Background: an optimization exercise with open tools, aiming at small area and a short achievable clock period. Do not read the settings as production practice. Only simulation tests tie the RTL to the original design; equivalence was not proved. Power figures rest on the tool's default switching activity, not on a simulated workload.

// sdram_host_responder
module sdram_host_responder #(
   parameter int unsigned ACK_LAT    = 3,
   parameter logic [22:0] FAULT_ADDR = 23'h000010,
   parameter logic [15:0] FAULT_XOR  = 16'h0001
) (
   input  logic        CLOCK_50,
   input  logic        RESET,
   input  logic [22:0] ADDR,
   input  logic        WR,
   input  logic        RD,
   input  logic [7:0]  LENGTH,
   input  logic [1:0]  DM,
   input  logic [15:0] DATAIN,
   output logic [15:0] DATAOUT,
   output logic        ACT,
   output logic        DONE,
   output logic        IN_REQ,
   output logic        OUT_VALID
);
make LEC_CHECK=0 CAP_MARGIN=20 CORE_MARGIN=2 CORE_UTILIZATION=55 CTS_CLUSTER_DIAMETER=80 CTS_CLUSTER_SIZE=24 PLACE_DENSITY=0.7 SETUP_SLACK_MARGIN=3.2 SLEW_MARGIN=20 finish   # period 5.8 ns
run.sh (not shown) runs the stock make flow with config.mk's settings and CLKGATE_MAP_FILE= SYNTH_SCRIPT=/design/flow/synth_recipe.tcl, a recipe that flattens the netlist after the stock synthesis.
==> next run, changes <==
- CTS_CLUSTER_SIZE: 24 -> 28
- PLACE_DENSITY: 0.7 -> unset
- SETUP_SLACK_MARGIN: 3.2 -> 3.3
=> Critical path depth increases by 2. Cell count barely changes. Clock skew decreases by 16 ps. Core utilization fell by 0.13 points.

* * *

The RTL this note starts from:
==> flow/design.v <==
module sdram_host_responder #(
   parameter int unsigned ACK_LAT    = 3,
   parameter logic [22:0] FAULT_ADDR = 23'h000010,
   parameter logic [15:0] FAULT_XOR  = 16'h0001
) (
   input  logic        CLOCK_50,
   input  logic        RESET,
   input  logic [22:0] ADDR,
   input  logic        WR,
   input  logic        RD,
   input  logic [7:0]  LENGTH,
   input  logic [1:0]  DM,
   input  logic [15:0] DATAIN,
   output logic [15:0] DATAOUT,
   output logic        ACT,
   output logic        DONE,
   output logic        IN_REQ,
   output logic        OUT_VALID
);
   localparam logic [14:0] FA_HI   = FAULT_ADDR[22:8];
   localparam logic [14:0] FA_HIM1 = FAULT_ADDR[22:8] - 15'd1;
   localparam logic [7:0]  FA_LO   = FAULT_ADDR[7:0];
   logic       busy_q;                
   logic       w1_q, w2_q;            
   logic       w3w_q, w3r_q;          
   logic       wb_q, rb_q, rl_q;      
   logic       wl_q, rd2_q, rel_q;    
   logic       done_i;
   logic       act_o, inreq_o, done_o, valid_o;
   logic [15:0] dout_o;
   logic       wr_q;
   logic [7:0] len_q;                 
   logic [1:0] dm_q;
   logic [7:0] lo_q;                  
   logic       hz_q, ho_q;            
   logic       req, last;
   logic       wb_d, rb_d, done_d;
   assign req    = WR | RD;
   assign last   = (len_q[7:1] == 7'd0);
   assign wb_d   = w3w_q || (wb_q && !last);
   assign rb_d   = w3r_q || (rb_q && !last);
   assign done_d = (wb_q && last) || rl_q;
   assign done_i = wl_q || rd2_q;
   always_ff @(posedge CLOCK_50 or posedge RESET) begin
      if (RESET) begin
         busy_q  <= 1'b0;
         w1_q    <= 1'b0;
         w2_q    <= 1'b0;
         w3w_q   <= 1'b0;
         w3r_q   <= 1'b0;
         wb_q    <= 1'b0;
         rb_q    <= 1'b0;
         rl_q    <= 1'b0;
         wl_q    <= 1'b0;
         rd2_q   <= 1'b0;
         rel_q   <= 1'b0;
         act_o   <= 1'b0;
         inreq_o <= 1'b0;
         done_o  <= 1'b0;
         valid_o <= 1'b0;
      end else begin
         busy_q  <= busy_q ? !(rel_q && !req) : req;
         w1_q    <= !busy_q && req;
         w2_q    <= w1_q;
         w3w_q   <= w2_q && wr_q;
         w3r_q   <= w2_q && !wr_q;
         wb_q    <= wb_d;
         rb_q    <= rb_d;
         rl_q    <= rb_q && last;
         wl_q    <= wb_q && last;
         rd2_q   <= rl_q;
         rel_q   <= done_i || (rel_q && req);
         act_o   <= w2_q;
         inreq_o <= w3w_q || (inreq_o && !last);
         done_o  <= done_d;
         valid_o <= rb_q;
      end
   end
   always_ff @(posedge CLOCK_50) begin
      if (!busy_q) begin
         wr_q  <= WR;
         len_q <= LENGTH;
         dm_q  <= DM;
         lo_q  <= ADDR[7:0];
         hz_q  <= (ADDR[22:8] == FA_HI);
         ho_q  <= (ADDR[22:8] == FA_HIM1);
      end else if (wb_q || rb_q) begin
         len_q <= len_q - 8'd1;
      end
   end
   logic [2:0] ph;                    
   always_ff @(posedge CLOCK_50) ph <= ph + 3'd1;
   logic        rdmode;
   logic [15:0] tap;
   logic [2:0]  wj_q;                 
   logic [15:0] c_q [4];
   logic [1:0]  cb_q [4];
   logic [1:0]  be_in;
   logic [15:0] wx_in;
   logic [2:0]  phj;
   assign rdmode = busy_q && !wr_q;
   assign phj    = ph + wj_q;
   assign be_in  = wb_q ? ~dm_q : 2'b00;
   assign wx_in  = {be_in[1] ? ~(DATAIN[15:8] ^ {8{phj[2]}}) : 8'hFF,
                    be_in[0] ? ~(DATAIN[7:0]  ^ {8{phj[2]}}) : 8'hFF};
   always_ff @(posedge CLOCK_50) begin
      c_q[0]  <= rdmode ? tap : wx_in;
      cb_q[0] <= (wj_q == 3'd4) ? be_in : 2'b00;
      for (int k = 1; k < 3; k++) begin
         c_q[k]  <= (!rdmode && wj_q == 3'(4 - k)) ? wx_in : c_q[k-1];
         cb_q[k] <= (!rdmode && wj_q == 3'(4 - k)) ? be_in : cb_q[k-1];
      end
      c_q[3]  <= (!rdmode && wj_q == 3'd1) ? wx_in
                 : c_q[2] | {{8{!cb_q[2][1]}}, {8{!cb_q[2][0]}}};
      cb_q[3] <= (!rdmode && wj_q == 3'd1) ? be_in : cb_q[2];
   end
   logic [1:0] jm1;
   logic [7:0] wa0;
   logic [5:0] wptr_q, wptr_d;
   logic [7:0] wlo_q, whi_q;          
   assign jm1    = lo_q[1:0] - ph[1:0] + 2'd1;
   assign wa0    = lo_q - {6'd0, jm1} - 8'd1;
   assign wptr_d = w3w_q             ? wa0[7:2] :
                   (ph[1:0] == 2'd2) ? wptr_q + 6'd1 : wptr_q;
   always_ff @(posedge CLOCK_50) begin
      wptr_q <= wptr_d;
      if (w3w_q) wj_q <= {1'b0, jm1} + 3'd1;
      for (int b = 0; b < 8; b++) begin
         wlo_q[b] <= (wptr_d[2:0] == 3'(b));
         whi_q[b] <= (wptr_d[5:3] == 3'(b));
      end
   end
   logic [15:0] wx;
   logic [1:0]  wbe;
   assign wbe = cb_q[3];
   assign wx  = c_q[3];
   logic [15:0] s0 [64];
   logic [15:0] s1 [64];
   logic [15:0] s2 [64];
   logic [15:0] s3 [64];
   for (genvar r = 0; r < 64; r++) begin : g_ring
      logic hit, g_hi, g_lo;
      assign hit  = whi_q[r / 8] && wlo_q[r % 8];
      assign g_hi = hit && wbe[1];
      assign g_lo = hit && wbe[0];
      always_ff @(posedge CLOCK_50) begin
         s0[r][15:8] <= ~((s3[r][15:8] | {8{g_hi}}) & (wx[15:8] | {8{!hit}}));
         s0[r][7:0]  <= ~((s3[r][7:0]  | {8{g_lo}}) & (wx[7:0]  | {8{!hit}}));
         s1[r] <= s0[r];
         s2[r] <= s1[r];
         s3[r] <= s2[r];
      end
   end
   logic [63:0] rsel_q, rsel_d, adec, sel1;
   logic [1:0]  t0_q;
   logic [1:0]  ph1;
   logic        up, down, step;
   logic [15:0] rp_q [4];
   logic [15:0] rt, rtc;
   logic        pa_q, pb_q;           
   logic [15:0] pd;
   logic [8:0]  oa_q, oa_d;           
   logic        fault_d;
   logic [15:0] md_q, mf_q;           
   assign ph1  = ph[1:0] + 2'd1;
   assign up   = (ADDR[1:0] == 2'd3) && (ph1 == 2'd0);
   assign down = ({1'b0, ph1} > {1'b0, ADDR[1:0]} + 3'd1);
   assign step = (ph[1:0] == 2'd3);
   always_comb begin
      for (int r = 0; r < 64; r++) adec[r] = (ADDR[7:2] == 6'(r));
      for (int r = 0; r < 64; r++)
         rsel_d[r] = (!busy_q && !up && !down && adec[r]) ||
                     (!busy_q && up && adec[(r + 63) % 64]) ||
                     (!busy_q && down && adec[(r + 1) % 64]) ||
                     (busy_q && step && rsel_q[(r + 63) % 64]) || (busy_q && !step && rsel_q[r]);
      for (int r = 0; r < 64; r++) sel1[r] = busy_q ? rsel_q[r] : adec[r];
   end
   always_ff @(posedge CLOCK_50) begin
      rsel_q <= rsel_d;
      pa_q   <= ph[2];
      pb_q   <= pa_q;
      if (!busy_q) t0_q <= ADDR[1:0] - ph[1:0];
   end
   always_ff @(posedge CLOCK_50) begin
      for (int g = 0; g < 4; g++) begin
         logic [15:0] acc;
         acc = '0;
         for (int r = 16 * g; r < 16 * g + 16; r++) acc = acc | ({16{sel1[r]}} & s0[r]);
         rp_q[g] <= acc;
      end
   end
   assign rt  = rp_q[0] | rp_q[1] | rp_q[2] | rp_q[3];
   assign rtc = rt ^ {16{pb_q}};
   assign tap = rtc;
   always_comb begin
      case (t0_q)
         2'd0:    pd = c_q[2];
         2'd1:    pd = c_q[1];
         default: pd = c_q[0];
      endcase
   end
   assign oa_d    = w3r_q ? {1'b0, lo_q} : rb_q ? oa_q + 9'd1 : oa_q;
   assign fault_d = (hz_q && oa_d == {1'b0, FA_LO}) || (ho_q && oa_d == {1'b1, FA_LO});
   always_ff @(posedge CLOCK_50) begin
      oa_q <= oa_d;
      md_q <= {16{pa_q}} ^ (fault_d ? FAULT_XOR : 16'h0000);
      mf_q <= fault_d ? FAULT_XOR : 16'h0000;
   end
   always_ff @(posedge CLOCK_50 or posedge RESET) begin
      if (RESET)     dout_o <= '0;
      else if (rb_q) dout_o <= (t0_q == 2'd3) ? (rt ^ md_q) : (pd ^ mf_q);
   end
   assign ACT       = act_o;
   assign IN_REQ    = inreq_o;
   assign DONE      = done_o;
   assign OUT_VALID = valid_o;
   assign DATAOUT   = dout_o;
endmodule
clock: 5.8 ns
lec_check: 0
cap_margin: 20
core_margin: 2
core_utilization: 60
cts_cluster_diameter: 80
cts_cluster_size: 24
setup_slack_margin: 3.15
slew_margin: 20
==> next run, changes <==
CORE_UTILIZATION = 55   (was 60)
SETUP_SLACK_MARGIN = 3.2   (was 3.15)
The changed run finished with timing, DRC and antenna clean.
Die area came out higher by about 9%.
Clock power hardly moves.
Cell count came out higher by about 2.5%.
Worst setup slack is better by 0.032 ns.

what the ideal ports hide:
How much do the figures lean on ideal ports? The routed layouts below were timed once more, with nothing changed but the port constraints. Step 1 sets driving cells, clkbuf_16 on the clock port and buf_2 on the other inputs (assumed; they add their load-dependent delay and slew). Step 2, shift: input delay + t, output delay - t, t = (earliest + latest rising clock arrival at the registers) / 2. This alone moves slack from input paths to output paths. Three values: ideal ports, drivers, drivers and shift; two values: the first two.
run	t, ns	slack for setup (ns)	worst setup path at the end	slew at the worst register clock pin (ns)	cell pins on the clock port's net
the first run of note 1	0.967	3.134 / 3.116 / 2.212	input to register	0.10 / 0.10	1
the second run of note 1	0.927	3.069 / 3.069 / 2.316	input to register	0.11 / 0.11	1
the first run of note 2	0.956	3.087 / 3.085 / 2.130	input to register	0.10 / 0.10	1
the second run of note 2	0.954	3.119 / 3.036 / 2.273	input to register	0.10 / 0.10	1
After both steps setup and hold are still met in every run listed. For the first run of note 2, which loses most, drivers alone change the setup slack by -0.002 ns; drivers and shift together by -0.957 ns.
